Source: an optimization exercise on an open RTL-to-GDS flow (aim: small area and a short achievable clock period). Production flows keep margins and buffers that such runs may drop. At most, simulation tests tie the RTL to the original design; equivalence was not proved. Power and IR drop assume default switching activity.

## lane 1
==> flow/design.v <==
module gshare_ras_ongorucu #(
  parameter int ADR_BIT      = 32,
  parameter int BTB_DERINLIK = 32,
  parameter int GHR_BIT      = 8,
  parameter int RAS_DERINLIK = 4,
  localparam int IDX = $clog2(BTB_DERINLIK),
  localparam int RP  = $clog2(RAS_DERINLIK)
) (
  input  logic               clk_g,
  input  logic               rst_g,
  input  logic               i_gecerli,
  input  logic [ADR_BIT-1:0] i_buyruk_adresi,
  input  logic               i_is_branch,
  input  logic               i_is_jal,
  input  logic               i_is_jalr,
  input  logic               i_is_call,
  input  logic               i_is_ret,
  input  logic               i_is_comp,
  input  logic [ADR_BIT-1:0] i_jal_hedef,
  output logic               o_gecerli,
  output logic               o_buyruk_ongoru,
  output logic [ADR_BIT-1:0] o_atlanan_adres,
  output logic [GHR_BIT-1:0] o_ghr_ckpt,
  output logic [RP:0]        o_ras_ckpt,
  input  logic               i_guncelle_gecerli,
  input  logic [ADR_BIT-1:0] i_g_adres,
  input  logic               i_g_branch,
  input  logic               i_g_jalr,
  input  logic               i_g_atladi,
  input  logic [ADR_BIT-1:0] i_g_hedef,
  input  logic               i_g_yanlis,
  input  logic [GHR_BIT-1:0] i_g_ghr_ckpt,
  input  logic [RP:0]        i_g_ras_ckpt
);
  localparam logic [RP:0]   RAS_FULL = RAS_DERINLIK[RP:0];
  localparam logic [RP-1:0] PTR_ONE  = RP'(1);
  localparam logic [RP:0]   CNT_ONE  = (RP+1)'(1);
  logic [BTB_DERINLIK-1:0] ctr_hi, ctr_lo_n, btb_valid;
  logic [ADR_BIT-1:0] btb_target [BTB_DERINLIK];
  logic [GHR_BIT-1:0] ghr;
  logic [ADR_BIT-1:0] ras        [RAS_DERINLIK];
  logic [RAS_DERINLIK-1:0] ras_wr;
  logic [RP-1:0]      ras_ptr;
  logic [RP:0]        ras_cnt;
  logic [IDX-1:0]     p_idx, u_idx;
  logic [ADR_BIT-1:0] fall_thru, ras_top, other_tgt, btb_tgt;
  logic [ADR_BIT-1:0] r_btb_tgt, r_other_tgt;
  logic               r_btb_hit;
  logic               p_taken, fire, repair, pop_ok, ras_hit, jalr_btb, btb_hit, hit_br, hit_any;
  logic [RP-1:0]      ptr_pop, ptr_nxt;
  logic [RP:0]        cnt_pop, cnt_nxt;
  logic [BTB_DERINLIK-1:0] p_dec, u_dec;
  logic               unused_ok;
  assign repair    = i_guncelle_gecerli & i_g_yanlis;
  assign fire      = i_gecerli & ~repair;
  assign p_idx     = i_buyruk_adresi[IDX+1:2] ^ ghr[IDX-1:0];
  assign u_idx     = i_g_adres[IDX+1:2] ^ i_g_ghr_ckpt[IDX-1:0];
  always_comb begin
    logic c2;
    c2 = ~i_is_comp | i_buyruk_adresi[1];
    fall_thru[0] = i_buyruk_adresi[0];
    fall_thru[1] = i_buyruk_adresi[1] ^ i_is_comp;
    for (int b = 2; b < ADR_BIT; b++) begin
      logic ones;
      ones = 1'b1;
      for (int k = 2; k < b; k++) ones = ones & i_buyruk_adresi[k];
      fall_thru[b] = i_buyruk_adresi[b] ^ (c2 & ones);
    end
  end
  assign unused_ok = ^{i_g_adres[ADR_BIT-1:IDX+2], i_g_adres[1:0]};
  assign ras_top   = ras_wr[ras_ptr] ? ras[ras_ptr] : '0;
  assign ras_hit  = i_is_ret && ras_cnt != '0;
  assign jalr_btb = ~i_is_jal & i_is_jalr & ~ras_hit;
  always_comb begin
    for (int i = 0; i < BTB_DERINLIK; i++) begin
      p_dec[i] = (p_idx == IDX'(i));
      u_dec[i] = (u_idx == IDX'(i));
    end
    btb_tgt = '0;
    for (int i = 0; i < BTB_DERINLIK; i++) btb_tgt = btb_tgt | ({ADR_BIT{p_dec[i]}} & btb_target[i]);
  end
  assign hit_br  = |(p_dec & btb_valid & ctr_hi);
  assign hit_any = |(p_dec & btb_valid);
  assign btb_hit = i_is_branch ? hit_br : (jalr_btb & hit_any);
  always_comb begin
    other_tgt = fall_thru;
    if (!i_is_branch) begin
      if (i_is_jal)                  other_tgt = i_jal_hedef;
      else if (i_is_jalr && ras_hit) other_tgt = ras_top;
    end
  end
  assign p_taken  = btb_hit | (~i_is_branch & (i_is_jal | (i_is_jalr & ras_hit)));
  assign o_atlanan_adres = r_btb_hit ? r_btb_tgt : r_other_tgt;
  always_comb begin
    pop_ok  = ras_hit;
    ptr_pop = pop_ok ? ras_ptr - PTR_ONE : ras_ptr;
    cnt_pop = pop_ok ? ras_cnt - CNT_ONE : ras_cnt;
    ptr_nxt = ptr_pop;
    cnt_nxt = cnt_pop;
    if (i_is_call) begin
      ptr_nxt = ptr_pop + PTR_ONE;
      if (cnt_pop != RAS_FULL) cnt_nxt = cnt_pop + CNT_ONE;
    end
  end
  always_ff @(posedge clk_g or negedge rst_g) begin
    if (!rst_g) begin
      ctr_hi    <= '0;
      ctr_lo_n  <= '0;
      btb_valid <= '0;
      ras_wr    <= '0;
      ghr       <= '0;
      ras_ptr   <= '0;
      ras_cnt   <= '0;
      o_gecerli <= 1'b0;
    end else begin
      for (int i = 0; i < BTB_DERINLIK; i++) begin
        if (i_guncelle_gecerli && i_g_branch && u_dec[i]) begin
          if (i_g_atladi) begin
            ctr_hi[i]   <= ctr_hi[i] | ~ctr_lo_n[i];
            ctr_lo_n[i] <= ~ctr_hi[i] & ~ctr_lo_n[i];
          end else begin
            ctr_hi[i]   <= ctr_hi[i] & ~ctr_lo_n[i];
            ctr_lo_n[i] <= ~ctr_hi[i] | ~ctr_lo_n[i];
          end
        end
        if (i_guncelle_gecerli && (i_g_atladi || i_g_jalr) && u_dec[i]) btb_valid[i] <= 1'b1;
      end
      if (repair) begin
        ghr     <= i_g_branch ? {i_g_ghr_ckpt[GHR_BIT-2:0], i_g_atladi} : i_g_ghr_ckpt;
        ras_ptr <= i_g_ras_ckpt[RP:1];
        ras_cnt <= i_g_ras_ckpt[0] ? RAS_FULL : '0;
      end else if (fire) begin
        if (i_is_branch) ghr <= {ghr[GHR_BIT-2:0], p_taken};
        if (i_is_call) ras_wr[ptr_nxt] <= 1'b1;
        ras_ptr <= ptr_nxt;
        ras_cnt <= cnt_nxt;
      end
      o_gecerli <= fire;
    end
  end
  always_ff @(posedge clk_g) begin
    for (int i = 0; i < BTB_DERINLIK; i++)
      if (i_guncelle_gecerli && (i_g_atladi || i_g_jalr) && u_dec[i]) btb_target[i] <= i_g_hedef;
    if (fire && i_is_call) ras[ptr_nxt] <= fall_thru;
  end
  always_ff @(posedge clk_g) begin
    o_buyruk_ongoru <= p_taken;
    r_btb_hit       <= btb_hit;
    r_btb_tgt       <= btb_tgt;
    r_other_tgt     <= other_tgt;
    o_ghr_ckpt      <= ghr;
    o_ras_ckpt      <= {ras_ptr, ras_cnt != '0};
  end
endmodule
clock: 5.5 ns
lec_check: 0
cap_margin: 20
core_margin: 2
core_utilization: 40
setup_slack_margin: 3.2
slew_margin: 20
run.sh (not shown) runs the stock make flow with config.mk's settings and CLKGATE_MAP_FILE= SYNTH_SCRIPT=/design/flow/synth_recipe.tcl, a recipe that flattens the netlist after the stock synthesis.
Lane 1 was carried through to the last stage, and its layout satisfied the timing, DRC and antenna checks.
What lane 2 does differently from lane 1 at the input level:
diff --git a/flow/design.v b/flow/design.v
--- a/flow/design.v
+++ b/flow/design.v
@@ -44,7 +44,5 @@
   logic [RP:0]        ras_cnt;
   logic [IDX-1:0]     p_idx, u_idx;
-  logic [ADR_BIT-1:0] fall_thru, ras_top, other_tgt, btb_tgt;
-  logic [ADR_BIT-1:0] r_btb_tgt, r_other_tgt;
-  logic               r_btb_hit;
+  logic [ADR_BIT-1:0] fall_thru, p_target, ras_top, other_tgt, btb_tgt;
   logic               p_taken, fire, repair, pop_ok, ras_hit, jalr_btb, btb_hit, hit_br, hit_any;
   logic [RP-1:0]      ptr_pop, ptr_nxt;
@@ -91,5 +89,5 @@
   end
   assign p_taken  = btb_hit | (~i_is_branch & (i_is_jal | (i_is_jalr & ras_hit)));
-  assign o_atlanan_adres = r_btb_hit ? r_btb_tgt : r_other_tgt;
+  assign p_target = btb_hit ? btb_tgt : other_tgt;
   always_comb begin
     pop_ok  = ras_hit;
@@ -146,7 +144,5 @@
   always_ff @(posedge clk_g) begin
     o_buyruk_ongoru <= p_taken;
-    r_btb_hit       <= btb_hit;
-    r_btb_tgt       <= btb_tgt;
-    r_other_tgt     <= other_tgt;
+    o_atlanan_adres <= p_target;
     o_ghr_ckpt      <= ghr;
     o_ras_ckpt      <= {ras_ptr, ras_cnt != '0};
- Measured against each other, lane 2 and lane 1 differ in part of the power in the clock network, the higher figure coming from lane 1.
- Lane 2 — insertion delay of the later-clocked pin in the worst-skew pair 20 ps higher, lane 1 as reference
- Compared with lane 1, in lane 2 fraction of final layout cells with drive strength greater than 1 fell 4.5 points, synthesized area fell about 0.8%, number of buffer and inverter stages on the critical path rose 3, setup slack fell 280 ps, area added between synthesis and finish fell 5.9 points.
- The run with more routed wire is lane 1, not lane 2.
- Lane 2 completed; timing, DRC and antenna clean
- Lane 2 ended up with reg -> reg as its class of the tightest hold or removal check; lane 1 ended up with in -> async.
- Of lane 2 and lane 1, it is lane 2 that has the lower total number of nets in the final design.
- ~same clock-pin transition on the worst setup and hold timing paths in lane 2 and lane 1
- | worst hold slack | lane 2 vs lane 1 | 11 ps higher |
No functional check of the RTL was part of lane 1.


gshare_ras_ongorucu, a different RTL version from the one above (not shown whole).
Size in the first run: ~4300 cells after synthesis, ~1300 flip-flops.
==> module gshare_ras_ongorucu, before the edit <==
module gshare_ras_ongorucu #(
  parameter int ADR_BIT      = 32,
  parameter int BTB_DERINLIK = 32,
  parameter int GHR_BIT      = 8,
  parameter int RAS_DERINLIK = 4,
  localparam int IDX = $clog2(BTB_DERINLIK),
  localparam int RP  = $clog2(RAS_DERINLIK)
) (
  input  logic               clk_g,
  input  logic               rst_g,
  input  logic               i_gecerli,
  input  logic [ADR_BIT-1:0] i_buyruk_adresi,
  input  logic               i_is_branch,
  input  logic               i_is_jal,
  input  logic               i_is_jalr,
  input  logic               i_is_call,
  input  logic               i_is_ret,
  input  logic               i_is_comp,
  input  logic [ADR_BIT-1:0] i_jal_hedef,
  output logic               o_gecerli,
  output logic               o_buyruk_ongoru,
  output logic [ADR_BIT-1:0] o_atlanan_adres,
  output logic [GHR_BIT-1:0] o_ghr_ckpt,
  output logic [RP:0]        o_ras_ckpt,
  input  logic               i_guncelle_gecerli,
  input  logic [ADR_BIT-1:0] i_g_adres,
  input  logic               i_g_branch,
  input  logic               i_g_jalr,
  input  logic               i_g_atladi,
  input  logic [ADR_BIT-1:0] i_g_hedef,
  input  logic               i_g_yanlis,
  input  logic [GHR_BIT-1:0] i_g_ghr_ckpt,
  input  logic [RP:0]        i_g_ras_ckpt
);
  localparam logic [RP:0]   RAS_FULL = RAS_DERINLIK[RP:0];
  localparam logic [RP-1:0] PTR_ONE  = RP'(1);
  localparam logic [RP:0]   CNT_ONE  = (RP+1)'(1);
  logic [BTB_DERINLIK-1:0] ctr_hi, ctr_lo_n, btb_valid;
  logic [ADR_BIT-1:0] btb_target [BTB_DERINLIK];
  logic [GHR_BIT-1:0] ghr;
  logic [ADR_BIT-1:0] ras        [RAS_DERINLIK];
  logic [RAS_DERINLIK-1:0] ras_wr;
  logic [RP-1:0]      ras_ptr;
  logic [RP:0]        ras_cnt;
  logic [IDX-1:0]     p_idx, u_idx;
  logic [ADR_BIT-1:0] fall_thru, p_target, ras_top, other_tgt, btb_tgt;
  logic               p_taken, fire, repair, pop_ok, ras_hit, jalr_btb, btb_hit;
  logic [RP-1:0]      ptr_pop, ptr_nxt;
  logic [RP:0]        cnt_pop, cnt_nxt;
  logic [BTB_DERINLIK-1:0] p_dec, u_dec, p_sel;
  logic               unused_ok;
  assign repair    = i_guncelle_gecerli & i_g_yanlis;
  assign fire      = i_gecerli & ~repair;
  assign p_idx     = i_buyruk_adresi[IDX+1:2] ^ ghr[IDX-1:0];
  assign u_idx     = i_g_adres[IDX+1:2] ^ i_g_ghr_ckpt[IDX-1:0];
  assign fall_thru = i_buyruk_adresi + {{(ADR_BIT-3){1'b0}}, ~i_is_comp, i_is_comp, 1'b0};
  assign unused_ok = ^{i_g_adres[ADR_BIT-1:IDX+2], i_g_adres[1:0]};
  assign ras_top   = ras_wr[ras_ptr] ? ras[ras_ptr] : '0;
  assign ras_hit  = i_is_ret && ras_cnt != '0;
  assign jalr_btb = ~i_is_jal & i_is_jalr & ~ras_hit;
  always_comb begin
    for (int i = 0; i < BTB_DERINLIK; i++) begin
      p_dec[i] = (p_idx == IDX'(i));
      u_dec[i] = (u_idx == IDX'(i));
      p_sel[i] = p_dec[i] & btb_valid[i] & (i_is_branch ? ctr_hi[i] : jalr_btb);
    end
    btb_tgt = '0;
    for (int i = 0; i < BTB_DERINLIK; i++) btb_tgt = btb_tgt | ({ADR_BIT{p_sel[i]}} & btb_target[i]);
  end
  assign btb_hit = |p_sel;
  always_comb begin
    other_tgt = fall_thru;
    if (!i_is_branch) begin
      if (i_is_jal)                  other_tgt = i_jal_hedef;
      else if (i_is_jalr && ras_hit) other_tgt = ras_top;
    end
  end
  assign p_taken  = btb_hit | (~i_is_branch & (i_is_jal | (i_is_jalr & ras_hit)));
  assign p_target = btb_tgt | ({ADR_BIT{~btb_hit}} & other_tgt);
  always_comb begin
    pop_ok  = ras_hit;
    ptr_pop = pop_ok ? ras_ptr - PTR_ONE : ras_ptr;
    cnt_pop = pop_ok ? ras_cnt - CNT_ONE : ras_cnt;
    ptr_nxt = ptr_pop;
    cnt_nxt = cnt_pop;
    if (i_is_call) begin
      ptr_nxt = ptr_pop + PTR_ONE;
      if (cnt_pop != RAS_FULL) cnt_nxt = cnt_pop + CNT_ONE;
    end
  end
  always_ff @(posedge clk_g or negedge rst_g) begin
    if (!rst_g) begin
      ctr_hi    <= '0;
      ctr_lo_n  <= '0;
      btb_valid <= '0;
      ras_wr    <= '0;
      ghr       <= '0;
      ras_ptr   <= '0;
      ras_cnt   <= '0;
      o_gecerli <= 1'b0;
    end else begin
      for (int i = 0; i < BTB_DERINLIK; i++) begin
        if (i_guncelle_gecerli && i_g_branch && u_dec[i]) begin
          if (i_g_atladi) begin
            ctr_hi[i]   <= ctr_hi[i] | ~ctr_lo_n[i];
            ctr_lo_n[i] <= ~ctr_hi[i] & ~ctr_lo_n[i];
          end else begin
            ctr_hi[i]   <= ctr_hi[i] & ~ctr_lo_n[i];
            ctr_lo_n[i] <= ~ctr_hi[i] | ~ctr_lo_n[i];
          end
        end
        if (i_guncelle_gecerli && (i_g_atladi || i_g_jalr) && u_dec[i]) btb_valid[i] <= 1'b1;
      end
      if (repair) begin
        ghr     <= i_g_branch ? {i_g_ghr_ckpt[GHR_BIT-2:0], i_g_atladi} : i_g_ghr_ckpt;
        ras_ptr <= i_g_ras_ckpt[RP:1];
        ras_cnt <= i_g_ras_ckpt[0] ? RAS_FULL : '0;
      end else if (fire) begin
        if (i_is_branch) ghr <= {ghr[GHR_BIT-2:0], p_taken};
        if (i_is_call) ras_wr[ptr_nxt] <= 1'b1;
        ras_ptr <= ptr_nxt;
        ras_cnt <= cnt_nxt;
      end
      o_gecerli <= fire;
    end
  end
  always_ff @(posedge clk_g) begin
    for (int i = 0; i < BTB_DERINLIK; i++)
      if (i_guncelle_gecerli && (i_g_atladi || i_g_jalr) && u_dec[i]) btb_target[i] <= i_g_hedef;
    if (fire && i_is_call) ras[ptr_nxt] <= fall_thru;
  end
  always_ff @(posedge clk_g) begin
    o_buyruk_ongoru <= p_taken;
    o_atlanan_adres <= p_target;
    o_ghr_ckpt      <= ghr;
    o_ras_ckpt      <= {ras_ptr, ras_cnt != '0};
  end
endmodule
clock: 5.5 ns
lec_check: 0
abc_area: 1
cap_margin: 20
core_margin: 2
core_utilization: 40
cts_cluster_diameter: 90
cts_cluster_size: 26
setup_slack_margin: 2.8
slew_margin: 20
==> next run, changes <==
--- a/flow/design.v
+++ b/flow/design.v
@@ -42,9 +42,10 @@
   logic [RAS_DERINLIK-1:0] ras_wr;
   logic [RP-1:0]      ras_ptr;
   logic [RP:0]        ras_cnt;
   logic [IDX-1:0]     p_idx, u_idx;
-  logic [ADR_BIT-1:0] fall_thru, p_target, ras_top, other_tgt, btb_tgt;
+  logic [ADR_BIT-1:0] fall_thru, ras_top, other_tgt, btb_tgt;
+  logic [ADR_BIT-1:0] r_btb_tgt, r_other_tgt;
   logic               p_taken, fire, repair, pop_ok, ras_hit, jalr_btb, btb_hit;
   logic [RP-1:0]      ptr_pop, ptr_nxt;
   logic [RP:0]        cnt_pop, cnt_nxt;
   logic [BTB_DERINLIK-1:0] p_dec, u_dec, p_sel;
@@ -75,9 +76,9 @@
       else if (i_is_jalr && ras_hit) other_tgt = ras_top;
     end
   end
   assign p_taken  = btb_hit | (~i_is_branch & (i_is_jal | (i_is_jalr & ras_hit)));
-  assign p_target = btb_tgt | ({ADR_BIT{~btb_hit}} & other_tgt);
+  assign o_atlanan_adres = r_btb_tgt | r_other_tgt;
   always_comb begin
     pop_ok  = ras_hit;
     ptr_pop = pop_ok ? ras_ptr - PTR_ONE : ras_ptr;
     cnt_pop = pop_ok ? ras_cnt - CNT_ONE : ras_cnt;
@@ -130,9 +131,10 @@
     if (fire && i_is_call) ras[ptr_nxt] <= fall_thru;
   end
   always_ff @(posedge clk_g) begin
     o_buyruk_ongoru <= p_taken;
-    o_atlanan_adres <= p_target;
+    r_btb_tgt       <= btb_tgt;
+    r_other_tgt     <= {ADR_BIT{~btb_hit}} & other_tgt;
     o_ghr_ckpt      <= ghr;
     o_ras_ckpt      <= {ras_ptr, ras_cnt != '0};
   end
 endmodule
Result:
- final cell count is higher by 6.9%
- routed wire length is lower by 5.9%
- cell area is higher by 2.8%
- worst setup slack degrades by 0.0099 ns
- count of clock-buffer cells in the layout is higher by 26
- clock skew is higher by 0.0070 ns
- synthesized area is higher by 5.6%
- worst hold slack improves by 0.043 ns
- global-route usage is lower by 2.4 points
- sequential power is higher by about 3%
- utilization is lower by 1.0 points

afterwards: timing with drivers on the ports:
The flow's constraints put no driver on any port. The routed layouts listed below were extracted and timed again, unchanged, in two steps.
Step 1: set_driving_cell puts a clkbuf_16 on clk_g and a buf_2 on each other input, an assumption about the parent block.
Step 2 moves the port delays by t, midway between the first and last clock arrival at a register: inputs arrive t later, outputs are due t later. That takes back most of the time a late clock gives input paths.
Three values: no drivers, after step 1, after step 2; two values: the first two.
run | t (ns) | slack for setup (ns) | hold slack, ns | worst setup path after step 2
lane 1 | 0.817 | 2.481 / 2.401 / 2.095 | 0.386 / 0.360 / 0.386 | input to register
lane 2 | 0.829 | 2.205 / 2.215 / 1.420 | 0.397 / 0.397 / 0.397 | input to register
the first run of note 2 | 0.788 | 2.774 / 2.766 / 2.034 | 0.343 / 0.303 / 0.403 | input to register
the second run of note 2 | 0.789 | 2.764 / 2.766 / 2.031 | 0.386 / 0.386 / 0.386 | input to register
After both steps setup and hold are still met in every run listed. The setup slack of lane 2, which loses most, moves by +0.010 ns with the drivers and by -0.785 ns with both steps.
